What follows belongs to an exercise in optimizing a design on an open flow for small area and a short achievable clock period; a production flow would make more cautious choices. In this exercise RTL edits were held to simulation tests only and were not proved equivalent to the original. Power and IR drop assume default switching activity.

$ cat design/flow/run.sh
#!/bin/bash
# synth_recipe.tcl (not shown) runs the flow's synth.tcl, then flattens the netlist and writes it again
# the make line also repeats each setting of config.mk as NAME=value (left out here)
make -C /OpenROAD-flow-scripts/flow DESIGN_CONFIG=/design/flow/config.mk WORK_HOME=/design/flow/orfs CLKGATE_MAP_FILE= SYNTH_SCRIPT=/design/flow/synth_recipe.tcl finish
$ cat design/flow/config.mk
export PLATFORM = sky130hd
export DESIGN_NAME = fp_mul_top
export DESIGN_NICKNAME = fp_mul_top
export VERILOG_FILES = /design/flow/design.v
export SDC_FILE = /design/flow/constraint.sdc
export NUM_CORES = 4
export LEC_CHECK = 0
export ABC_AREA = 1
export CAP_MARGIN = 20
export CORE_MARGIN = 2
export CORE_UTILIZATION = 40
export SLEW_MARGIN = 20
$ cat design/flow/constraint.sdc
create_clock -name core_clock -period 8.5 [get_ports {clk}]
set_input_delay 1.7000 -clock core_clock [delete_from_list [all_inputs] [get_ports {clk}]]
set_output_delay 1.7000 -clock core_clock [all_outputs]
set_load 0.01 [all_outputs]
$ cat design/flow/design.v
`timescale 1ns/1ps
package fp_mul_pkg;
    localparam logic [1:0] SP_NONE = 2'd0;
    localparam logic [1:0] SP_ZERO = 2'd1;
    localparam logic [1:0] SP_INF  = 2'd2;
    localparam logic [1:0] SP_NAN  = 2'd3;
    localparam logic [1:0] RC_NE  = 2'd0;   
    localparam logic [1:0] RC_Z   = 2'd1;   
    localparam logic [1:0] RC_NA  = 2'd2;   
    localparam logic [1:0] RC_INF = 2'd3;   
endpackage
`timescale 1ns/1ps
module fp_unpack (
    input  logic [7:0]  ex,
    input  logic [22:0] fx,
    input  logic [7:0]  ey,
    input  logic        fy_zero,
    output logic [1:0]  special,
    output logic [9:0]  exp_sum
);
    logic x_zero, x_inf, x_nan, y_zero, y_inf, y_nan;
    assign x_zero = (ex == 8'd0);
    assign x_inf  = (ex == 8'hFF) & (fx == '0);
    assign x_nan  = (ex == 8'hFF) & (fx != '0);
    assign y_zero = (ey == 8'd0);
    assign y_inf  = (ey == 8'hFF) & fy_zero;
    assign y_nan  = (ey == 8'hFF) & ~fy_zero;
    always_comb begin
        if (x_nan | y_nan | (x_inf & y_zero) | (y_inf & x_zero))
            special = fp_mul_pkg::SP_NAN;
        else if (x_inf | y_inf)
            special = fp_mul_pkg::SP_INF;
        else if (x_zero | y_zero)
            special = fp_mul_pkg::SP_ZERO;
        else
            special = fp_mul_pkg::SP_NONE;
    end
    assign exp_sum = {2'b00, ex} + {2'b00, ey} - 10'd127;
endmodule
`timescale 1ns/1ps
module booth_multiplier (
    input  logic [22:0] fx,
    input  logic [11:0] one,
    input  logic [11:0] two,
    input  logic [11:0] neg,
    output logic [47:0] row0,
    output logic [47:0] row1,
    output logic [47:0] row2
);
    logic [23:0] xs;
    logic [11:0] nneg;
    logic [24:0] pp0;
    logic [24:0] pp1;
    logic [24:0] pp2;
    logic [24:0] pp3;
    logic [24:0] pp4;
    logic [24:0] pp5;
    logic [24:0] pp6;
    logic [24:0] pp7;
    logic [24:0] pp8;
    logic [24:0] pp9;
    logic [24:0] pp10;
    logic [24:0] pp11;
    logic ts0, tc0;
    logic ts1, tc1;
    logic ts2, tc2;
    logic ts3, tc3;
    logic ts4, tc4;
    logic ts5, tc5;
    logic ts6, tc6;
    logic ts7, tc7;
    logic ts8, tc8;
    logic ts9, tc9;
    logic ts10, tc10;
    logic ts11, tc11;
    logic ts12, tc12;
    logic ts13, tc13;
    logic ts14, tc14;
    logic ts15, tc15;
    logic ts16, tc16;
    logic ts17, tc17;
    logic ts18, tc18;
    logic ts19, tc19;
    logic ts20, tc20;
    logic ts21, tc21;
    logic ts22, tc22;
    logic ts23, tc23;
    logic ts24, tc24;
    logic ts25, tc25;
    logic ts26, tc26;
    logic ts27, tc27;
    logic ts28, tc28;
    logic ts29, tc29;
    logic ts30, tc30;
    logic ts31, tc31;
    logic ts32, tc32;
    logic ts33, tc33;
    logic ts34, tc34;
    logic ts35, tc35;
    logic ts36, tc36;
    logic ts37, tc37;
    logic ts38, tc38;
    logic ts39, tc39;
    logic ts40, tc40;
    logic ts41, tc41;
    logic ts42, tc42;
    logic ts43, tc43;
    logic ts44, tc44;
    logic ts45, tc45;
    logic ts46, tc46;
    logic ts47, tc47;
    logic ts48, tc48;
    logic ts49, tc49;
    logic ts50, tc50;
    logic ts51, tc51;
    logic ts52, tc52;
    logic ts53, tc53;
    logic ts54, tc54;
    logic ts55, tc55;
    logic ts56, tc56;
    logic ts57, tc57;
    logic ts58, tc58;
    logic ts59, tc59;
    logic ts60, tc60;
    logic ts61, tc61;
    logic ts62, tc62;
    logic ts63, tc63;
    logic ts64, tc64;
    logic ts65, tc65;
    logic ts66, tc66;
    logic ts67, tc67;
    logic ts68, tc68;
    logic ts69, tc69;
    logic ts70, tc70;
    logic ts71, tc71;
    logic ts72, tc72;
    logic ts73, tc73;
    logic ts74, tc74;
    logic ts75, tc75;
    logic ts76, tc76;
    logic ts77, tc77;
    logic ts78, tc78;
    logic ts79, tc79;
    logic ts80, tc80;
    logic ts81, tc81;
    logic ts82, tc82;
    logic ts83, tc83;
    logic ts84, tc84;
    logic ts85, tc85;
    logic ts86, tc86;
    logic ts87, tc87;
    logic ts88, tc88;
    logic ts89, tc89;
    logic ts90, tc90;
    logic ts91, tc91;
    logic ts92, tc92;
    logic ts93, tc93;
    logic ts94, tc94;
    logic ts95, tc95;
    logic ts96, tc96;
    logic ts97, tc97;
    logic ts98, tc98;
    logic ts99, tc99;
    logic ts100, tc100;
    logic ts101, tc101;
    logic ts102, tc102;
    logic ts103, tc103;
    logic ts104, tc104;
    logic ts105, tc105;
    logic ts106, tc106;
    logic ts107, tc107;
    logic ts108, tc108;
    logic ts109, tc109;
    logic ts110, tc110;
    logic ts111, tc111;
    logic ts112, tc112;
    logic ts113, tc113;
    logic ts114, tc114;
    logic ts115, tc115;
    logic ts116, tc116;
    logic ts117, tc117;
    logic ts118, tc118;
    logic ts119, tc119;
    logic ts120, tc120;
    logic ts121, tc121;
    logic ts122, tc122;
    logic ts123, tc123;
    logic ts124, tc124;
    logic ts125, tc125;
    logic ts126, tc126;
    logic ts127, tc127;
    logic ts128, tc128;
    logic ts129, tc129;
    logic ts130, tc130;
    logic ts131, tc131;
    logic ts132, tc132;
    logic ts133, tc133;
    logic ts134, tc134;
    logic ts135, tc135;
    logic ts136, tc136;
    logic ts137, tc137;
    logic ts138, tc138;
    logic ts139, tc139;
    logic ts140, tc140;
    logic ts141, tc141;
    logic ts142, tc142;
    logic ts143, tc143;
    logic ts144, tc144;
    logic ts145, tc145;
    logic ts146, tc146;
    logic ts147, tc147;
    logic ts148, tc148;
    logic ts149, tc149;
    logic ts150, tc150;
    logic ts151, tc151;
    logic ts152, tc152;
    logic ts153, tc153;
    logic ts154, tc154;
    logic ts155, tc155;
    logic ts156, tc156;
    logic ts157, tc157;
    logic ts158, tc158;
    logic ts159, tc159;
    logic ts160, tc160;
    logic ts161, tc161;
    logic ts162, tc162;
    logic ts163, tc163;
    logic ts164, tc164;
    logic ts165, tc165;
    logic ts166, tc166;
    logic ts167, tc167;
    logic ts168, tc168;
    logic ts169, tc169;
    logic ts170, tc170;
    logic ts171, tc171;
    logic ts172, tc172;
    logic ts173, tc173;
    logic ts174, tc174;
    logic ts175, tc175;
    logic ts176, tc176;
    logic ts177, tc177;
    logic ts178, tc178;
    logic ts179, tc179;
    logic ts180, tc180;
    logic ts181, tc181;
    logic ts182, tc182;
    logic ts183, tc183;
    logic ts184, tc184;
    logic ts185, tc185;
    logic ts186, tc186;
    logic ts187, tc187;
    logic ts188, tc188;
    logic ts189, tc189;
    logic ts190, tc190;
    logic ts191, tc191;
    logic ts192, tc192;
    logic ts193, tc193;
    logic ts194, tc194;
    logic ts195, tc195;
    logic ts196, tc196;
    logic ts197, tc197;
    logic ts198, tc198;
    logic ts199, tc199;
    logic ts200, tc200;
    logic ts201, tc201;
    logic ts202, tc202;
    logic ts203, tc203;
    logic ts204, tc204;
    logic ts205, tc205;
    logic ts206, tc206;
    logic ts207, tc207;
    logic ts208, tc208;
    logic ts209, tc209;
    logic ts210, tc210;
    logic ts211, tc211;
    logic ts212, tc212;
    logic ts213, tc213;
    logic ts214, tc214;
    logic ts215, tc215;
    logic ts216, tc216;
    logic ts217, tc217;
    logic ts218, tc218;
    logic ts219, tc219;
    logic ts220, tc220;
    logic ts221, tc221;
    logic ts222, tc222;
    logic ts223, tc223;
    logic ts224, tc224;
    logic ts225, tc225;
    logic ts226, tc226;
    logic ts227, tc227;
    logic ts228, tc228;
    logic ts229, tc229;
    logic ts230, tc230;
    logic ts231, tc231;
    logic ts232, tc232;
    logic ts233, tc233;
    logic ts234, tc234;
    logic ts235, tc235;
    logic ts236, tc236;
    logic ts237, tc237;
    logic ts238, tc238;
    logic ts239, tc239;
    logic ts240, tc240;
    logic ts241, tc241;
    logic ts242, tc242;
    logic ts243, tc243;
    logic ts244, tc244;
    logic ts245, tc245;
    logic ts246, tc246;
    logic ts247, tc247;
    logic ts248, tc248;
    logic ts249, tc249;
    assign xs   = {1'b1, fx};
    assign nneg = ~neg;
    assign pp0 = ({25{one[0]}} & {1'b0, xs} | {25{two[0]}} & {xs, 1'b0}) ^ {25{neg[0]}};
    assign pp1 = ({25{one[1]}} & {1'b0, xs} | {25{two[1]}} & {xs, 1'b0}) ^ {25{neg[1]}};
    assign pp2 = ({25{one[2]}} & {1'b0, xs} | {25{two[2]}} & {xs, 1'b0}) ^ {25{neg[2]}};
    assign pp3 = ({25{one[3]}} & {1'b0, xs} | {25{two[3]}} & {xs, 1'b0}) ^ {25{neg[3]}};
    assign pp4 = ({25{one[4]}} & {1'b0, xs} | {25{two[4]}} & {xs, 1'b0}) ^ {25{neg[4]}};
    assign pp5 = ({25{one[5]}} & {1'b0, xs} | {25{two[5]}} & {xs, 1'b0}) ^ {25{neg[5]}};
    assign pp6 = ({25{one[6]}} & {1'b0, xs} | {25{two[6]}} & {xs, 1'b0}) ^ {25{neg[6]}};
    assign pp7 = ({25{one[7]}} & {1'b0, xs} | {25{two[7]}} & {xs, 1'b0}) ^ {25{neg[7]}};
    assign pp8 = ({25{one[8]}} & {1'b0, xs} | {25{two[8]}} & {xs, 1'b0}) ^ {25{neg[8]}};
    assign pp9 = ({25{one[9]}} & {1'b0, xs} | {25{two[9]}} & {xs, 1'b0}) ^ {25{neg[9]}};
    assign pp10 = ({25{one[10]}} & {1'b0, xs} | {25{two[10]}} & {xs, 1'b0}) ^ {25{neg[10]}};
    assign pp11 = ({25{one[11]}} & {1'b0, xs} | {25{two[11]}} & {xs, 1'b0}) ^ {25{neg[11]}};
    assign {tc0, ts0} = neg[8] + pp0[16];
    assign {tc1, ts1} = pp0[17] + pp1[15];
    assign {tc2, ts2} = neg[9] + pp0[18] + pp1[16];
    assign {tc3, ts3} = pp2[14] + pp3[12];
    assign {tc4, ts4} = pp0[19] + pp1[17] + pp2[15];
    assign {tc5, ts5} = pp3[13] + pp4[11];
    assign {tc6, ts6} = neg[10] + pp0[20] + pp1[18];
    assign {tc7, ts7} = pp2[16] + pp3[14] + pp4[12];
    assign {tc8, ts8} = pp5[10] + pp6[8];
    assign {tc9, ts9} = pp0[21] + pp1[19] + pp2[17];
    assign {tc10, ts10} = pp3[15] + pp4[13] + pp5[11];
    assign {tc11, ts11} = pp6[9] + pp7[7];
    assign {tc12, ts12} = neg[11] + pp0[22] + pp1[20];
    assign {tc13, ts13} = pp2[18] + pp3[16] + pp4[14];
    assign {tc14, ts14} = pp5[12] + pp6[10] + pp7[8];
    assign {tc15, ts15} = pp8[6] + pp9[4];
    assign {tc16, ts16} = pp0[23] + pp1[21] + pp2[19];
    assign {tc17, ts17} = pp3[17] + pp4[15] + pp5[13];
    assign {tc18, ts18} = pp6[11] + pp7[9] + pp8[7];
    assign {tc19, ts19} = pp9[5] + pp10[3];
    assign {tc20, ts20} = xs[0] + pp0[24] + pp1[22];
    assign {tc21, ts21} = pp2[20] + pp3[18] + pp4[16];
    assign {tc22, ts22} = pp5[14] + pp6[12] + pp7[10];
    assign {tc23, ts23} = pp8[8] + pp9[6] + pp10[4];
    assign {tc24, ts24} = neg[0] + xs[1] + pp1[23];
    assign {tc25, ts25} = pp2[21] + pp3[19] + pp4[17];
    assign {tc26, ts26} = pp5[15] + pp6[13] + pp7[11];
    assign {tc27, ts27} = pp8[9] + pp9[7] + pp10[5];
    assign {tc28, ts28} = neg[0] + xs[2] + pp1[24];
    assign {tc29, ts29} = pp2[22] + pp3[20] + pp4[18];
    assign {tc30, ts30} = pp5[16] + pp6[14] + pp7[12];
    assign {tc31, ts31} = pp8[10] + pp9[8] + pp10[6];
    assign {tc32, ts32} = nneg[1] + nneg[0] + xs[3];
    assign {tc33, ts33} = pp2[23] + pp3[21] + pp4[19];
    assign {tc34, ts34} = pp5[17] + pp6[15] + pp7[13];
    assign {tc35, ts35} = pp8[11] + pp9[9] + pp10[7];
    assign {tc36, ts36} = 1'b1 + xs[4] + pp2[24];
    assign {tc37, ts37} = pp3[22] + pp4[20] + pp5[18];
    assign {tc38, ts38} = pp6[16] + pp7[14] + pp8[12];
    assign {tc39, ts39} = pp9[10] + pp10[8];
    assign {tc40, ts40} = nneg[2] + xs[5] + pp3[23];
    assign {tc41, ts41} = pp4[21] + pp5[19] + pp6[17];
    assign {tc42, ts42} = pp7[15] + pp8[13] + pp9[11];
    assign {tc43, ts43} = 1'b1 + xs[6] + pp3[24];
    assign {tc44, ts44} = pp4[22] + pp5[20] + pp6[18];
    assign {tc45, ts45} = pp7[16] + pp8[14];
    assign {tc46, ts46} = nneg[3] + xs[7] + pp4[23];
    assign {tc47, ts47} = pp5[21] + pp6[19] + pp7[17];
    assign {tc48, ts48} = 1'b1 + xs[8] + pp4[24];
    assign {tc49, ts49} = pp5[22] + pp6[20];
    assign {tc50, ts50} = nneg[4] + xs[9] + pp5[23];
    assign {tc51, ts51} = 1'b1 + xs[10];
    assign {tc52, ts52} = neg[5] + pp0[10];
    assign {tc53, ts53} = pp0[11] + pp1[9];
    assign {tc54, ts54} = neg[6] + pp0[12] + pp1[10];
    assign {tc55, ts55} = pp2[8] + pp3[6];
    assign {tc56, ts56} = pp0[13] + pp1[11] + pp2[9];
    assign {tc57, ts57} = pp3[7] + pp4[5];
    assign {tc58, ts58} = neg[7] + pp0[14] + pp1[12];
    assign {tc59, ts59} = pp2[10] + pp3[8] + pp4[6];
    assign {tc60, ts60} = pp5[4] + pp6[2];
    assign {tc61, ts61} = pp0[15] + pp1[13] + pp2[11];
    assign {tc62, ts62} = pp3[9] + pp4[7] + pp5[5];
    assign {tc63, ts63} = pp6[3] + pp7[1];
    assign {tc64, ts64} = pp1[14] + pp2[12] + pp3[10];
    assign {tc65, ts65} = pp4[8] + pp5[6] + pp6[4];
    assign {tc66, ts66} = pp7[2] + pp8[0] + ts0;
    assign {tc67, ts67} = pp2[13] + pp3[11] + pp4[9];
    assign {tc68, ts68} = pp5[7] + pp6[5] + pp7[3];
    assign {tc69, ts69} = pp8[1] + tc0 + ts1;
    assign {tc70, ts70} = pp4[10] + pp5[8] + pp6[6];
    assign {tc71, ts71} = pp7[4] + pp8[2] + pp9[0];
    assign {tc72, ts72} = tc1 + ts3 + ts2;
    assign {tc73, ts73} = pp5[9] + pp6[7] + pp7[5];
    assign {tc74, ts74} = pp8[3] + pp9[1] + tc3;
    assign {tc75, ts75} = ts5 + tc2 + ts4;
    assign {tc76, ts76} = pp7[6] + pp8[4] + pp9[2];
    assign {tc77, ts77} = pp10[0] + tc5 + ts8;
    assign {tc78, ts78} = tc4 + ts6 + ts7;
    assign {tc79, ts79} = pp8[5] + pp9[3] + pp10[1];
    assign {tc80, ts80} = tc8 + ts11 + tc6;
    assign {tc81, ts81} = tc7 + ts9 + ts10;
    assign {tc82, ts82} = pp10[2] + pp11[0] + tc11;
    assign {tc83, ts83} = ts15 + tc9 + tc10;
    assign {tc84, ts84} = ts12 + ts13 + ts14;
    assign {tc85, ts85} = pp11[1] + tc15 + ts19;
    assign {tc86, ts86} = tc12 + tc13 + tc14;
    assign {tc87, ts87} = ts16 + ts17 + ts18;
    assign {tc88, ts88} = pp11[2] + tc19 + tc16;
    assign {tc89, ts89} = tc17 + tc18 + ts20;
    assign {tc90, ts90} = ts21 + ts22 + ts23;
    assign {tc91, ts91} = pp11[3] + tc20 + tc21;
    assign {tc92, ts92} = tc22 + tc23 + ts24;
    assign {tc93, ts93} = ts25 + ts26 + ts27;
    assign {tc94, ts94} = pp11[4] + tc24 + tc25;
    assign {tc95, ts95} = tc26 + tc27 + ts28;
    assign {tc96, ts96} = ts29 + ts30 + ts31;
    assign {tc97, ts97} = pp11[5] + ts32 + tc28;
    assign {tc98, ts98} = tc29 + tc30 + tc31;
    assign {tc99, ts99} = ts33 + ts34 + ts35;
    assign {tc100, ts100} = pp11[6] + tc32 + ts39;
    assign {tc101, ts101} = tc33 + tc34 + tc35;
    assign {tc102, ts102} = ts36 + ts37 + ts38;
    assign {tc103, ts103} = pp10[9] + pp11[7] + tc39;
    assign {tc104, ts104} = tc36 + tc37 + tc38;
    assign {tc105, ts105} = ts40 + ts41 + ts42;
    assign {tc106, ts106} = pp9[12] + pp10[10] + pp11[8];
    assign {tc107, ts107} = ts45 + tc40 + tc41;
    assign {tc108, ts108} = tc42 + ts43 + ts44;
    assign {tc109, ts109} = pp8[15] + pp9[13] + pp10[11];
    assign {tc110, ts110} = pp11[9] + tc45 + tc43;
    assign {tc111, ts111} = tc44 + ts46 + ts47;
    assign {tc112, ts112} = pp7[18] + pp8[16] + pp9[14];
    assign {tc113, ts113} = pp10[12] + pp11[10] + ts49;
    assign {tc114, ts114} = tc46 + tc47 + ts48;
    assign {tc115, ts115} = pp6[21] + pp7[19] + pp8[17];
    assign {tc116, ts116} = pp9[15] + pp10[13] + pp11[11];
    assign {tc117, ts117} = tc49 + tc48 + ts50;
    assign {tc118, ts118} = pp5[24] + pp6[22] + pp7[20];
    assign {tc119, ts119} = pp8[18] + pp9[16] + pp10[14];
    assign {tc120, ts120} = pp11[12] + ts51 + tc50;
    assign {tc121, ts121} = nneg[5] + xs[11] + tc51;
    assign {tc122, ts122} = pp6[23] + pp7[21] + pp8[19];
    assign {tc123, ts123} = pp9[17] + pp10[15] + pp11[13];
    assign {tc124, ts124} = 1'b1 + xs[12] + pp6[24];
    assign {tc125, ts125} = pp7[22] + pp8[20] + pp9[18];
    assign {tc126, ts126} = pp10[16] + pp11[14];
    assign {tc127, ts127} = nneg[6] + xs[13] + pp7[23];
    assign {tc128, ts128} = pp8[21] + pp9[19] + pp10[17];
    assign {tc129, ts129} = 1'b1 + xs[14] + pp7[24];
    assign {tc130, ts130} = pp8[22] + pp9[20];
    assign {tc131, ts131} = nneg[7] + xs[15] + pp8[23];
    assign {tc132, ts132} = 1'b1 + xs[16];
    assign {tc133, ts133} = neg[3] + pp0[6];
    assign {tc134, ts134} = pp0[7] + pp1[5];
    assign {tc135, ts135} = neg[4] + pp0[8] + pp1[6];
    assign {tc136, ts136} = pp2[4] + pp3[2];
    assign {tc137, ts137} = pp0[9] + pp1[7] + pp2[5];
    assign {tc138, ts138} = pp3[3] + pp4[1];
    assign {tc139, ts139} = pp1[8] + pp2[6] + pp3[4];
    assign {tc140, ts140} = pp4[2] + pp5[0] + ts52;
    assign {tc141, ts141} = pp2[7] + pp3[5] + pp4[3];
    assign {tc142, ts142} = pp5[1] + tc52 + ts53;
    assign {tc143, ts143} = pp4[4] + pp5[2] + pp6[0];
    assign {tc144, ts144} = tc53 + ts55 + ts54;
    assign {tc145, ts145} = pp5[3] + pp6[1] + tc55;
    assign {tc146, ts146} = ts57 + tc54 + ts56;
    assign {tc147, ts147} = pp7[0] + tc57 + ts60;
    assign {tc148, ts148} = tc56 + ts58 + ts59;
    assign {tc149, ts149} = tc60 + ts63 + tc58;
    assign {tc150, ts150} = tc59 + ts61 + ts62;
    assign {tc151, ts151} = tc63 + tc61 + tc62;
    assign {tc152, ts152} = ts64 + ts65 + ts66;
    assign {tc153, ts153} = tc64 + tc65 + ts67;
    assign {tc154, ts154} = ts68 + tc66 + ts69;
    assign {tc155, ts155} = tc67 + tc68 + ts70;
    assign {tc156, ts156} = ts71 + tc69 + ts72;
    assign {tc157, ts157} = tc70 + tc71 + ts73;
    assign {tc158, ts158} = ts74 + tc72 + ts75;
    assign {tc159, ts159} = tc73 + ts76 + tc74;
    assign {tc160, ts160} = ts77 + tc75 + ts78;
    assign {tc161, ts161} = tc76 + ts79 + tc77;
    assign {tc162, ts162} = tc78 + ts80 + ts81;
    assign {tc163, ts163} = tc79 + ts82 + tc80;
    assign {tc164, ts164} = tc81 + ts83 + ts84;
    assign {tc165, ts165} = tc82 + ts85 + tc83;
    assign {tc166, ts166} = tc84 + ts86 + ts87;
    assign {tc167, ts167} = tc85 + tc86 + tc87;
    assign {tc168, ts168} = ts88 + ts89 + ts90;
    assign {tc169, ts169} = tc88 + tc89 + tc90;
    assign {tc170, ts170} = ts91 + ts92 + ts93;
    assign {tc171, ts171} = tc91 + tc92 + tc93;
    assign {tc172, ts172} = ts94 + ts95 + ts96;
    assign {tc173, ts173} = tc94 + tc95 + tc96;
    assign {tc174, ts174} = ts97 + ts98 + ts99;
    assign {tc175, ts175} = ts100 + tc97 + tc98;
    assign {tc176, ts176} = tc99 + ts101 + ts102;
    assign {tc177, ts177} = tc100 + ts103 + tc101;
    assign {tc178, ts178} = tc102 + ts104 + ts105;
    assign {tc179, ts179} = ts106 + tc103 + tc104;
    assign {tc180, ts180} = tc105 + ts107 + ts108;
    assign {tc181, ts181} = tc106 + ts109 + tc107;
    assign {tc182, ts182} = tc108 + ts110 + ts111;
    assign {tc183, ts183} = tc109 + ts112 + ts113;
    assign {tc184, ts184} = tc110 + tc111 + ts114;
    assign {tc185, ts185} = tc112 + ts115 + ts116;
    assign {tc186, ts186} = tc113 + tc114 + ts117;
    assign {tc187, ts187} = tc115 + tc116 + ts118;
    assign {tc188, ts188} = ts119 + tc117 + ts120;
    assign {tc189, ts189} = tc118 + tc119 + ts121;
    assign {tc190, ts190} = ts122 + ts123 + tc120;
    assign {tc191, ts191} = ts126 + tc121 + tc122;
    assign {tc192, ts192} = tc123 + ts124 + ts125;
    assign {tc193, ts193} = pp11[15] + tc126 + tc124;
    assign {tc194, ts194} = tc125 + ts127 + ts128;
    assign {tc195, ts195} = pp10[18] + pp11[16] + ts130;
    assign {tc196, ts196} = tc127 + tc128 + ts129;
    assign {tc197, ts197} = pp9[21] + pp10[19] + pp11[17];
    assign {tc198, ts198} = tc130 + tc129 + ts131;
    assign {tc199, ts199} = pp8[24] + pp9[22] + pp10[20];
    assign {tc200, ts200} = pp11[18] + ts132 + tc131;
    assign {tc201, ts201} = nneg[8] + xs[17] + tc132;
    assign {tc202, ts202} = pp9[23] + pp10[21] + pp11[19];
    assign {tc203, ts203} = 1'b1 + xs[18] + pp9[24];
    assign {tc204, ts204} = pp10[22] + pp11[20];
    assign {tc205, ts205} = nneg[9] + xs[19] + pp10[23];
    assign {tc206, ts206} = 1'b1 + xs[20];
    assign {tc207, ts207} = neg[2] + pp0[4];
    assign {tc208, ts208} = pp0[5] + pp1[3];
    assign {tc209, ts209} = pp1[4] + pp2[2] + pp3[0];
    assign {tc210, ts210} = pp2[3] + pp3[1] + tc133;
    assign {tc211, ts211} = pp4[0] + tc134 + ts136;
    assign {tc212, ts212} = tc136 + ts138 + tc135;
    assign {tc213, ts213} = tc138 + tc137 + ts139;
    assign {tc214, ts214} = tc139 + ts141 + tc140;
    assign {tc215, ts215} = tc141 + ts143 + tc142;
    assign {tc216, ts216} = tc143 + ts145 + tc144;
    assign {tc217, ts217} = tc145 + ts147 + tc146;
    assign {tc218, ts218} = tc147 + tc148 + ts149;
    assign {tc219, ts219} = tc149 + tc150 + ts151;
    assign {tc220, ts220} = tc151 + ts153 + tc152;
    assign {tc221, ts221} = tc153 + ts155 + tc154;
    assign {tc222, ts222} = tc155 + ts157 + tc156;
    assign {tc223, ts223} = tc157 + ts159 + tc158;
    assign {tc224, ts224} = tc159 + ts161 + tc160;
    assign {tc225, ts225} = tc161 + ts163 + tc162;
    assign {tc226, ts226} = tc163 + ts165 + tc164;
    assign {tc227, ts227} = tc165 + tc166 + ts167;
    assign {tc228, ts228} = tc167 + tc168 + ts169;
    assign {tc229, ts229} = tc169 + tc170 + ts171;
    assign {tc230, ts230} = tc171 + tc172 + ts173;
    assign {tc231, ts231} = tc173 + ts175 + tc174;
    assign {tc232, ts232} = tc175 + ts177 + tc176;
    assign {tc233, ts233} = tc177 + ts179 + tc178;
    assign {tc234, ts234} = tc179 + ts181 + tc180;
    assign {tc235, ts235} = ts183 + tc181 + tc182;
    assign {tc236, ts236} = ts185 + tc183 + tc184;
    assign {tc237, ts237} = tc185 + ts187 + tc186;
    assign {tc238, ts238} = tc187 + ts189 + tc188;
    assign {tc239, ts239} = tc189 + ts191 + ts192;
    assign {tc240, ts240} = tc191 + tc192 + ts193;
    assign {tc241, ts241} = ts195 + tc193 + tc194;
    assign {tc242, ts242} = ts197 + tc195 + tc196;
    assign {tc243, ts243} = tc197 + ts199 + tc198;
    assign {tc244, ts244} = tc199 + ts201 + ts202;
    assign {tc245, ts245} = ts204 + tc201 + tc202;
    assign {tc246, ts246} = pp11[21] + tc204 + tc203;
    assign {tc247, ts247} = pp10[24] + pp11[22] + ts206;
    assign {tc248, ts248} = nneg[10] + xs[21] + tc206;
    assign {tc249, ts249} = 1'b1 + xs[22];
    assign row0 = {nneg[11], pp11[24], pp11[23], tc205, ts205, ts203, tc200, ts200, ts198, ts196, ts194, tc190, ts190, ts188, ts186, ts184, ts182, ts180, ts178, ts176, ts174, ts172, ts170, ts168, ts166, ts164, ts162, ts160, ts158, ts156, ts154, ts152, ts150, ts148, ts146, ts144, ts142, ts140, ts137, ts135, ts134, tc208, pp2[1], pp1[2], pp0[3], neg[1], pp0[1], neg[0]};
    assign row1 = {xs[23], ts249, tc247, ts247, tc245, tc244, ts244, tc242, tc241, tc240, tc239, ts239, tc237, tc236, tc235, tc234, tc233, tc232, tc231, tc230, tc229, tc228, tc227, tc226, tc225, tc224, tc223, tc222, tc221, tc220, tc219, tc218, tc217, tc216, tc215, tc214, tc213, tc212, tc211, tc210, tc209, ts133, tc207, pp2[0], pp1[1], pp0[2], 1'b0, pp0[0]};
    assign row2 = {tc249, tc248, ts248, tc246, ts246, ts245, tc243, ts243, ts242, ts241, ts240, tc238, ts238, ts237, ts236, ts235, ts234, ts233, ts232, ts231, ts230, ts229, ts228, ts227, ts226, ts225, ts224, ts223, ts222, ts221, ts220, ts219, ts218, ts217, ts216, ts215, ts214, ts213, ts212, ts211, ts210, ts209, ts208, ts207, 1'b0, pp1[0], 1'b0, 1'b0};
endmodule
`timescale 1ns/1ps
module fp_normalize (
    input  logic [47:0] row0,
    input  logic [47:0] row1,
    input  logic [47:0] row2,
    input  logic [9:0]  exp_sum,
    input  logic [1:0]  rclass,
    output logic [22:0] frac,
    output logic        inc,
    output logic [9:0]  exp_adj
);
    logic [47:0] prod;
    logic        hi;
    logic        lsb, guard, sticky;
    logic [47:0] cs_s, cs_c;
    assign cs_s = row0 ^ row1 ^ row2;
    assign cs_c = {(row0[46:0] & row1[46:0]) | (row0[46:0] & row2[46:0]) | (row1[46:0] & row2[46:0]), 1'b0};
    assign prod = cs_s + cs_c;
    assign hi = prod[47];
    always_comb begin
        if (hi) begin
            frac   = prod[46:24];
            lsb    = prod[24];
            guard  = prod[23];
            sticky = |prod[22:0];
        end else begin
            frac   = prod[45:23];
            lsb    = prod[23];
            guard  = prod[22];
            sticky = |prod[21:0];
        end
    end
    always_comb begin
        case (rclass)
            fp_mul_pkg::RC_Z:   inc = 1'b0;
            fp_mul_pkg::RC_NA:  inc = guard;
            fp_mul_pkg::RC_INF: inc = guard | sticky;
            default:            inc = guard & (sticky | lsb);
        endcase
    end
    assign exp_adj = exp_sum + {9'd0, hi};
endmodule
`timescale 1ns/1ps
module fp_round (
    input  logic        sign,
    input  logic        ovf_inf,
    input  logic [1:0]  special,
    input  logic [9:0]  exp_adj,
    input  logic [22:0] frac,
    input  logic        inc,
    output logic [31:0] z,
    output logic        ovf,
    output logic        udf
);
    logic [23:0]        frac_rnd;
    logic signed [9:0]  exp_rnd;
    logic               e_ovf, e_udf;
    assign frac_rnd = {1'b0, frac} + {23'd0, inc};
    assign exp_rnd  = exp_adj + {9'd0, frac_rnd[23]};
    assign e_ovf    = (exp_rnd >= 10'sd255);
    assign e_udf    = (exp_rnd <= 10'sd0);
    always_comb begin
        ovf = 1'b0;
        udf = 1'b0;
        case (special)
            fp_mul_pkg::SP_NAN:  z = 32'h7FC0_0000;
            fp_mul_pkg::SP_INF:  z = {sign, 8'hFF, 23'd0};
            fp_mul_pkg::SP_ZERO: z = {sign, 31'd0};
            default: begin
                if (e_ovf) begin
                    ovf = 1'b1;
                    z   = ovf_inf ? {sign, 8'hFF, 23'd0} : {sign, 31'h7F7F_FFFF};
                end else if (e_udf) begin
                    udf = 1'b1;
                    z   = {sign, 31'd0};
                end else begin
                    z   = {sign, exp_rnd[7:0], frac_rnd[22:0]};
                end
            end
        endcase
    end
endmodule
`timescale 1ns/1ps
module fp_mul_top (
    input  logic        clk,
    input  logic        arst_n,
    input  logic        in_valid,
    input  logic [31:0] fp_x,
    input  logic [31:0] fp_y,
    input  logic [2:0]  r_mode,
    output logic        out_valid,
    output logic [31:0] fp_z,
    output logic        ovrf,
    output logic        udrf
);
    logic        v1, s1;
    logic [1:0]  rc1;
    logic [7:0]  ex1, ey1;
    logic [22:0] fx1;
    logic        fyz1;
    logic [11:0] one1, two1, neg1;
    logic        v2, s2;
    logic [1:0]  rc2, sp2;
    logic [9:0]  es2;
    logic [47:0] r0_2, r1_2, r2_2;
    logic        v3, s3, oi3, inc3;
    logic [1:0]  sp3;
    logic [9:0]  ea3;
    logic [22:0] fr3;
    logic        sign_in;
    logic [1:0]  rc_in;
    logic [1:0]  sp_b;
    logic [9:0]  es_b;
    logic [47:0] r0_b, r1_b, r2_b;
    logic [26:0] ye;
    logic [11:0] one_in, two_in, neg_in;
    logic [22:0] fr_c;
    logic        inc_c;
    logic [9:0]  ea_c;
    logic [31:0] z_d;
    logic        ovf_d, udf_d;
    assign sign_in = fp_x[31] ^ fp_y[31];
    always_comb begin
        case (r_mode)
            3'd1:    rc_in = fp_mul_pkg::RC_Z;
            3'd2:    rc_in = sign_in ? fp_mul_pkg::RC_INF : fp_mul_pkg::RC_Z;
            3'd3:    rc_in = sign_in ? fp_mul_pkg::RC_Z : fp_mul_pkg::RC_INF;
            3'd4:    rc_in = fp_mul_pkg::RC_NA;
            default: rc_in = fp_mul_pkg::RC_NE;
        endcase
    end
    assign ye = {2'b00, 1'b1, fp_y[22:0], 1'b0};
    always_comb begin
        for (int j = 0; j < 12; j++) begin
            neg_in[j] = ye[2*j+2];
            one_in[j] = ye[2*j+1] ^ ye[2*j];
            two_in[j] = (ye[2*j+2] & ~ye[2*j+1] & ~ye[2*j]) | (~ye[2*j+2] & ye[2*j+1] & ye[2*j]);
        end
    end
    always_ff @(posedge clk or negedge arst_n) begin
        if (!arst_n) begin
            v1 <= 1'b0;
            v2 <= 1'b0;
            v3 <= 1'b0;
        end else begin
            v1 <= in_valid;
            v2 <= v1;
            v3 <= v2;
        end
    end
    always_ff @(posedge clk) begin
        s1  <= sign_in;
        rc1 <= rc_in;
        ex1 <= fp_x[30:23];
        fx1 <= fp_x[22:0];
        ey1 <= fp_y[30:23];
        fyz1 <= (fp_y[22:0] == 23'd0);
        one1 <= one_in;
        two1 <= two_in;
        neg1 <= neg_in;
    end
    fp_unpack u_unpack (
        .ex      (ex1),
        .fx      (fx1),
        .ey      (ey1),
        .fy_zero (fyz1),
        .special (sp_b),
        .exp_sum (es_b)
    );
    booth_multiplier u_mul (
        .fx   (fx1),
        .one  (one1),
        .two  (two1),
        .neg  (neg1),
        .row0 (r0_b),
        .row1 (r1_b),
        .row2 (r2_b)
    );
    always_ff @(posedge clk) begin
        s2   <= s1;
        rc2  <= rc1;
        sp2  <= sp_b;
        es2  <= es_b;
        r0_2 <= r0_b;
        r1_2 <= r1_b;
        r2_2 <= r2_b;
    end
    fp_normalize u_norm (
        .row0    (r0_2),
        .row1    (r1_2),
        .row2    (r2_2),
        .exp_sum (es2),
        .rclass  (rc2),
        .frac    (fr_c),
        .inc     (inc_c),
        .exp_adj (ea_c)
    );
    always_ff @(posedge clk) begin
        s3   <= s2;
        oi3  <= (rc2 != fp_mul_pkg::RC_Z);
        sp3  <= sp2;
        ea3  <= ea_c;
        fr3  <= fr_c;
        inc3 <= inc_c;
    end
    fp_round u_round (
        .sign    (s3),
        .ovf_inf (oi3),
        .special (sp3),
        .exp_adj (ea3),
        .frac    (fr3),
        .inc     (inc3),
        .z       (z_d),
        .ovf     (ovf_d),
        .udf     (udf_d)
    );
    always_ff @(posedge clk or negedge arst_n) begin
        if (!arst_n) begin
            out_valid <= 1'b0;
            ovrf      <= 1'b0;
            udrf      <= 1'b0;
        end else begin
            out_valid <= v3;
            ovrf      <= v3 & ovf_d;
            udrf      <= v3 & udf_d;
        end
    end
    always_ff @(posedge clk) begin
        fp_z <= z_d;
    end
endmodule
==> results of run 1 <==
-- cells in the final DEF (no fill, tap or decap), drive strengths merged, types with 4 or more instances in the layout --
master | Yosys | routed
inv | 462 | 467
nand2 | 409 | 409
xor2 | 313 | 313
dfxtp | 301 | 301
o22ai | 264 | 264
fa | 258 | 258
nor2 | 127 | 127
clkdlybuf4s50 | 0 | 104
ha | 97 | 97
nand3 | 74 | 74
a21oi | 66 | 66
clkbuf | 102 | 42
o21ai | 41 | 41
xnor2 | 33 | 33
nand4 | 27 | 27
nor3 | 22 | 22
clkinv | 9 | 22
a211oi | 17 | 17
nor4 | 16 | 16
buf | 29 | 14
a21o | 8 | 8
a31oi | 7 | 7
dfrtp | 6 | 6
o21bai | 5 | 5
mux2 | 5 | 5
nand3b | 4 | 4
-- sequential cells by signal, summed over array words and instances, names as in the netlist, 2 cells and up --
register,count
one1,12
fx1,23
neg1,11
sp3,2
ey1,8
ex1,8
r2_2,45
ea3,10
sp2,2
r0_2,47
fp_z,32
r1_2,46
es2,10
rc1,2
two1,12
rc2,2
fr3,23
-- routing by layer --
layer | global-route usage (%) | vias to the layer above | part of all wire, %
li1 | - | 8710 | -
met1 | 31.4 | 8929 | 42
met2 | 37.7 | 1008 | 44
met3 | 5.49 | 226 | 9.4
met4 | 11.4 | 0 | 4.6
met5 | 0 | - | 0
-- cell families (layout without fill, tap and decap cells) --
logic type               count (synthesis)  after routing  share of synthesized area, %
AND/OR/NAND/NOR                        690            690                          12.7
buffers and inverters                  602            652                          9.89
AO/OA/AOI/OAI                          413            413                          11.0
adder cells (fa/ha/maj)                355            355                          27.0
XOR/XNOR                               346            346                          12.9
flip-flops                             307            307                          26.2
multiplexers                             7              7                         0.323
-- power groups by stage --
stage / sequential [W] / clock (W) / combinational (W)
final: 0.00230 / 0.00144 / 0.00844
after floorplan: 0.00229 / 0 / 0.00586
after global placement: 0.00231 / 0 / 0.00834
after detailed placement: 0.00234 / 0 / 0.00840
after CTS: 0.00231 / 0.00148 / 0.00843
after global routing: 0.00235 / 0.00155 / 0.00962
-- stage by stage --
stage          worst slack [ps]  total power [W]  hold WS (ps)  instances  util [%]
6_report                   4320           0.0122           328       3543      44.8
4_1_cts                    4400           0.0122           333       3542      44.7
5_1_grt                    4090           0.0135           343       3543      44.8
2_1_floorplan              5040          0.00815           310       2720         -
3_5_place_dp               4410           0.0107           315       3479      42.8
3_3_place_gp               4480           0.0106           319       3479      42.8
-- final cells by class --
type                    instances  area (sq um)
fillers                      5691         32400
multi-input cells            1811         15100
flip-flops and latches        307          6180
inverters                     471          1770
repair buffers                118          1170
well taps                     773           967
clock buffers                  42           942
clock inverters                21           178
-- final timing paths --
| kind | start | to | cells after the start |
|---|---|---|---|
| min in group asynchronous | arst_n | v1 | 1 |
| hold / removal | s2 | s3 | 0 |
| setup reg to reg | fx1[14] | r2_2[27] | 8 |
| hold reg to reg | s2 | s3 | 0 |
| max in group asynchronous | arst_n | v3 | 1 |
| setup / recovery | fx1[14] | r2_2[27] | 8 |
-- worst register-to-register path, stage by stage (launching register included) --
cell,delay [ps]
dfxtp_1,350
clkinv_1,880
o22ai_1,530
xor2_1,280
fa_1,510
fa_1,410
fa_1,510
fa_1,570
inv_1,40
==> run summary, run 1 <==
The run finished with no timing, DRC or antenna violations. The most used flip-flop cell after synthesis is dfxtp_1. The starting utilization of the core area came out at 40.2%.

The floorplan has 89 rows. The clock transition time at the flip-flop clock pins of the worst setup and hold paths came out at 60 ps. The TritonCTS clock tree is done. The share of synthesized area in the top cell type comes to 25.5%. dfxtp_1 takes more of the synthesized area than any other cell. The number of failing hold endpoints at the final stage is 0. The wire-length estimate of the detail-placed layout is 54.1 mm. The data arrival time of the worst path came out at 4630 ps.

The first-pass GRT wire length came out at 113 mm. At the pin with the least slew margin, the transition time is 1160 ps. The number of buffers and inverters on the critical path is 2. The sequential element share of the synthesized area is 26.2%. The die height came out at 247 microns. The maximum operating frequency came out at 239 MHz. The largest net degree at the start of global routing came out at 28.

The count of nets left with antenna violations after detail routing is 0. The biggest cell delay along the critical path came out at 880 ps. The mean number of vias per cell came out at 5.33. The detail-routed net length per standard cell is 20.6 microns. Setup violations remaining at the end of the flow were counted as 0.

The number of nets handed over by synthesis was 3145. The maximum count of clock buffers along a single path came out at 3. The tree is rooted in a clkbuf_16. The leftover overflow at the end of global routing came out at 0.

Of the total power, the share spent switching nets is 51.5%. After synthesis the cells add up to 23600 sq um. Setup repair after global routing left no endpoint under its margin. The endpoint required time on the critical path is 8940 ps. STA classifies the critical path startpoint as a flip-flop.

The cell area after placement is 25100 sq um. On the critical path, the stage with the largest delay is an instance of clkinv_1. The final layout contains 3169 nets. The largest fanout on the critical path is 26. The net switching power came out at 0.00627 W.

For this design the static power due to leakage is 12.2 nW. The synthesis warning total is 4. Among all cell types in the netlist, the one instantiated most often is inv_1. The path class of the tightest hold or removal check is reg -> reg. Of the total power, registers draw 18.9%. The total wire length after detailed routing came out at 72.9 mm. The final clock skew is 35.1 ps.

The tool flagged a number of max-cap violations equal to 0. The sort of element at the end of the critical path is a flip-flop. The port buffer count came out at 104. The max-slew headroom at the worst pin came out at 22.6%. Of the total power, combinational logic draws 69.3%. The signal on the critical path passes through clkinv_1 -> o22ai_1 -> xor2_1 -> fa_1 -> fa_1 -> fa_1 -> fa_1 -> inv_1. Summing over every cut layer, the via total after detailed routing is 18873. The kind of critical path is reg -> reg. Adding up every negative setup slack in the final design gives 0 ps.

Dividing total power by cell area gives a power density of 463 nW/um^2. The area of the die is 60900 sq um. The initial antenna violation count is 0. The reg2reg setup slack came out at 4320 ps. The tree built by TritonCTS fans out to 307 sinks. The maximum resistive drop on vdd is 0.000186 V. The synthesized instance count is 2720. The count of flip-flops with a built-in enable after synthesis is 0.

The clock latency on the worst-skew pair is 570 ps. The die boundary width is 247 microns. The number of top-level pins came out at 105. The total internal power is 0.00590 W. The number of global-route vias before repair is 19692.

The most repeated library cell on the critical path is fa_1. The register bit count reported by yosys is 307. The share of final-layout standard cells stronger than drive strength 1 is 5.63%. In this run the standard cell core region covers 58700 sq um. Among cell families on the critical path, the largest total delay comes from adder cells. The first detailed-routing pass ran for 7 iterations.

After the first detailed-routing iteration, the DRC count stood at 1634. After synthesis, the cell types taking the most area are dfxtp_1, fa_1, xor2_1, o22ai_1, inv_1. The commonest cells after synthesis are inv_1, nand2_1, xor2_1, dfxtp_1, o22ai_1. For this run, design rule violations remaining after detail routing come to 0. The number of distinct standard cells referenced by the synthesized netlist came out at 59. After routing the design area is 26300 sq um. The synthesis-to-finish area growth came out at 11.4%.

Global routing consumed, over all layers together, 24.1% of the routing resources. The CTS H-tree depth is 2. The clock period could shrink to 4180 ps. The number of post-CTS setup repair buffers came out at 0. Of all flip-flops after synthesis, the portion carrying an async set or reset was 1.95%. The repair_antennas step left the layout with diodes totalling 0. The post-synthesis average cell area came out at 8.67 sq um. The number of CTS-inserted buffers came out at 35. The placer congestion estimate came out at 0.931.

The number of instances resized during post-cts repair is 0. The number of buffers inserted for hold repair after clock tree synthesis came out at 0. The final number of max-transition violations is 0. The post-route fraction of the period consumed by the critical path is 49.2%. The relative contribution of the clock network to total power came out at 11.8%.
==> run 2, diff against run 1 <==
--- a/design/flow/config.mk
+++ b/design/flow/config.mk
@@ -9,4 +9,5 @@
 export CAP_MARGIN = 20
 export CORE_MARGIN = 2
 export CORE_UTILIZATION = 40
+export SETUP_SLACK_MARGIN = 5
 export SLEW_MARGIN = 20
==> run 2 against run 1 <==
Worst hold slack is essentially flat. Via count up 4.6%. Sequential power about the same. Design area up 6.1%. Flip-flop and latch count stayed put. Global-route usage increased by 1.3 points. Largest cell class unchanged. Count of clock-buffer cells in the layout unchanged. Register-to-register slack better by 690 ps. Critical path depth grew 1.
==> run summary, run 2 <==
Leaving out fill and tap cells, the most frequent cells in the layout are inv_1, nand2_1, xor2_1. The leakage component of the power was 12.5 nW (+2.8%). The synthesis warning total was 4 (unchanged). The run finished with no timing, DRC or antenna violations.

The net count of the mapped netlist came out at 3145 (unchanged). The fraction of synthesized cell area taken by the top area cell type came out at 25.5% (unchanged). The clock transition time at the flip-flop clock pins of the worst setup and hold paths came out at 60 ps (about the same). The DRC marker count from the first detailed-route iteration is 1792 (+9.7%).

The kind of critical path is reg -> reg. The max-slew headroom at the worst pin is 27.7% (+5.1 points). The mean number of vias per cell came to 5.40 (+1.4%). The detailed placement HPWL was 54.1 mm (unchanged). The cell chosen for the clock root is clkbuf_16. The largest fanout on the critical path came out at 6 (-77%). The number of failing hold endpoints at the final stage came out at 0 (unchanged). The TritonCTS clock tree is done. The detail-routed net length per standard cell is 21.3 microns (+3.5%). The startpoint identified for the worst hold timing path is s2. The startpoint identified for the worst register-to-register timing path is two1[0]. The register bit count reported by yosys came to 307 (unchanged). The port buffer count is 104 (unchanged). The sink count of the clock tree came out at 307 (unchanged). The largest registers in the layout are r0_2 (47), r1_2 (46), r2_2 (45).

The endpoint required time on the critical path came to 8920 ps (-20 ps). The relative contribution of sequential cells to total power came out at 17.8% (-1.1 points). The worst reg-to-reg path cell count is 9 (+1). The number of distinct standard cells referenced by the synthesized netlist is 59 (unchanged). The final number of max-transition violations came to 0 (unchanged). The first-pass GRT wire length is 118 mm (+4.5%). The synthesized instance count is 2720 (unchanged).

The relative contribution of the clock network to total power was 11.0% (-0.8 points). The combinational fraction of design power is 71.2% (+1.9 points). The initial antenna violation count was 2 (+2). The library cell used most frequently in the layout, excluding fill and tap cells, is inv_1.

The sequential element share of the synthesized area was 26.2% (unchanged). The max-capacitance violation count is 0 (unchanged). The final clock skew came out at 35.1 ps (+0.0255 ps). The maximum operating frequency came out at 286 MHz (+20%). The clock latency on the worst-skew pair came out at 570 ps (about the same).

Among all flip-flop cells after synthesis, the most frequent one is dfxtp_1. The total internal power is 0.00651 W (+10%). The post-synthesis average cell area is 8.67 sq um (unchanged). The number of top-level pins is 105 (unchanged). The die height came out at 247 microns (unchanged). The pin slew with the least headroom to its limit came out at 1080 ps (-76.6 ps).

The number of CTS-inserted buffers was 35 (unchanged). The data arrival time of the worst path is 3910 ps (-720 ps). The placer congestion estimate came out at 0.931 (unchanged). The leftover overflow at the end of global routing came out at 0 (unchanged).

The starting utilization of the core area came out at 40.2% (unchanged). The routed via count came out at 19739 (+4.6%). The class of the worst hold path is reg -> reg. The post-synth design cell area came out at 23600 sq um (unchanged). The launching instance or port of the critical path is two1[0]. inv_1 is the most common cell in the netlist. The post-route fraction of the period consumed by the critical path is 41.1% (-8.1 points).

The shortest period the worst path allows is 3500 ps (-686 ps). The switching share of power is 50.3% (-1.2 points). The final net count is 3280 (+3.5%). The area of the die came to 60900 sq um (unchanged). The number of rows in the core area came out at 89 (unchanged). The net switching power is 0.00660 W (+5.2%). The setup-violating endpoint count in the final report is 0 (unchanged). The count of nets left with antenna violations after detail routing was 0 (unchanged). After synthesis, the cell types taking the most area are dfxtp_1, fa_1, xor2_1, o22ai_1, inv_1. The maximum resistive drop on vdd is 0.000206 V (+11%).

The total wire length after detailed routing is 77.8 mm (+6.8%). The global routing usage summed across all routing layers came to 25.4% (+1.3 points). The placeable core region came out at 58700 sq um (unchanged). The maximum count of clock buffers along a single path is 3 (unchanged). The flip-flop count of the largest register, all copies and words added is 47 (unchanged). The final standard cell utilization of the core came to 47.5% (+2.7 points).

The worst setup path is launched from a flip-flop. The count of flip-flops with a built-in enable after synthesis is 0 (unchanged). The largest register by flop count is r0_2.

Setup repair after global routing left no endpoint under its margin. The async set-reset flop share out of synthesis is 1.95% (unchanged). STA classifies the critical path endpoint as a flip-flop.

The largest net degree at the start of global routing is 28 (unchanged). The worst slack on hold paths came out at 328 ps (-0.308 ps). The synthesis-to-finish area growth came out at 18.2%. The power density of the placed cells came out at 470 nW/um^2 (+1.5%).

The dominant cell type by area after synthesis is dfxtp_1. The CTS H-tree depth is 2 (unchanged). The die boundary width was 247 microns (unchanged). The share of final-layout standard cells stronger than drive strength 1 is 14.0% (+8.4 points). The number of search-and-repair iterations in the first detailed-routing pass came out at 6 (-1). The summed negative setup slack over all endpoints came to 0 ps (unchanged). The post-detailed-route DRC marker count is 0 (unchanged). The number of global-route vias before repair came to 20391 (+3.5%). The depth of the worst hold-timing path is 0 (unchanged).

By count the netlist is led by inv_1, nand2_1, xor2_1, dfxtp_1, o22ai_1.
run 2: cells by family after synthesis:
family                     after synthesis  synth area share [%]
xor gates and xnor gates               346                  12.9
adders and majority gates              355                  27.0
muxes                                    7                 0.323
and+or+nand+nor                        690                  12.7
AOI/OAI and AO/OA                      413                  11.0
DFF                                    307                  26.2
buffers and inverters                  602                  9.89
run 2: timing repair:
| action | in CTS | in global routing |
|---|---|---|
| hold buffers | 0 | 0 |
| endpoints found under the setup margin | 87 | 73 |
| pin swaps | 9 | 27 |
| gates cloned | 25 | 2 |
| endpoints found under the hold margin | 0 | 0 |
| resized for setup | 75 | 142 |
| setup buffers | 51 | 34 |
run 2: final cells by class:
cell class | instances | area [sq um]
Antenna cell | 1 | 2.50
Clock buffer | 42 | 942
Clock inverter | 21 | 178
Fill cell | 5565 | 30800
Inverter | 471 | 1910
Multi-Input combinational cell | 1814 | 15700
Sequential cell | 307 | 6240
Tap cell | 773 | 967
Timing Repair Buffer | 202 | 1820
Timing Repair inverter | 24 | 140
run 2: worst max-delay path, cell delays in order, from the launching register on:
cell and delay (ps):
dfxtp_1 640, clkinvlp_4 330, o22ai_1 220, xor2_1 200, fa_1 470, fa_1 540, inv_1 50, fa_1 420
inv_1 90, fa_1 390
run 2: power groups by stage:
stage               registers [W]  logic, W  clock network, W
finish                    0.00233   0.00934           0.00144
global route              0.00238    0.0105           0.00155
CTS                       0.00232   0.00862           0.00148
floorplan                 0.00229   0.00586                 0
detailed placement        0.00234   0.00840                 0
global placement          0.00231   0.00834                 0
run 2: through the flow:
stage | total power [W] | std cells | instance area, sq um | setup WS (ps)
after floorplan | 0.00815 | 2720 | 23600 | 5040
after global placement | 0.0106 | 3479 | 25100 | 4480
after detailed placement | 0.0107 | 3479 | 25100 | 4410
after CTS | 0.0124 | 3618 | 27100 | 4870
after global routing | 0.0145 | 3654 | 27900 | 4910
final | 0.0131 | 3655 | 27900 | 5000
run 2: final timing paths:
check	end	slack [ps]
min in group asynchronous	v1	1380
max in group asynchronous	v3	6920
worst max-delay path	r2_2[19]	5000
worst min register to register	s3	330
worst min-delay path	s3	330
worst max register to register	r2_2[19]	5000
run 2: metal layers:
layer / GRT usage (%) / wire (microns)
met1: 31.4 / 30900
met2: 40.0 / 34000
met3: 6.95 / 8130
met4: 13.9 / 4760
met5: 0 / 29

==> static timing again, ports no longer ideal <==
No port has a modelled driver above. Below, the same layouts with a new extraction and two added sets of constraints.
Step 1 sets driving cells, clkbuf_16 on the clock port and buf_2 on the other inputs (assumed; they add their load-dependent delay and slew).
Step 2 adds t to the input delays and takes it off the output delays; t is the mean of the earliest and latest rising clock arrival at the registers after step 1. Input paths then give back, and output paths get back, about the clock's delay inside the block.
Three values: no drivers, after step 1, after step 2; two values: the first two.
run	t, ns	setup slack, ns	latest minus earliest clock arrival (ns)
run 1	0.614	4.318 / 4.318 / 4.318	0.037 / 0.036
run 2	0.605	5.004 / 5.004 / 5.004	0.036 / 0.037
After both steps setup and hold are still met in every run listed.
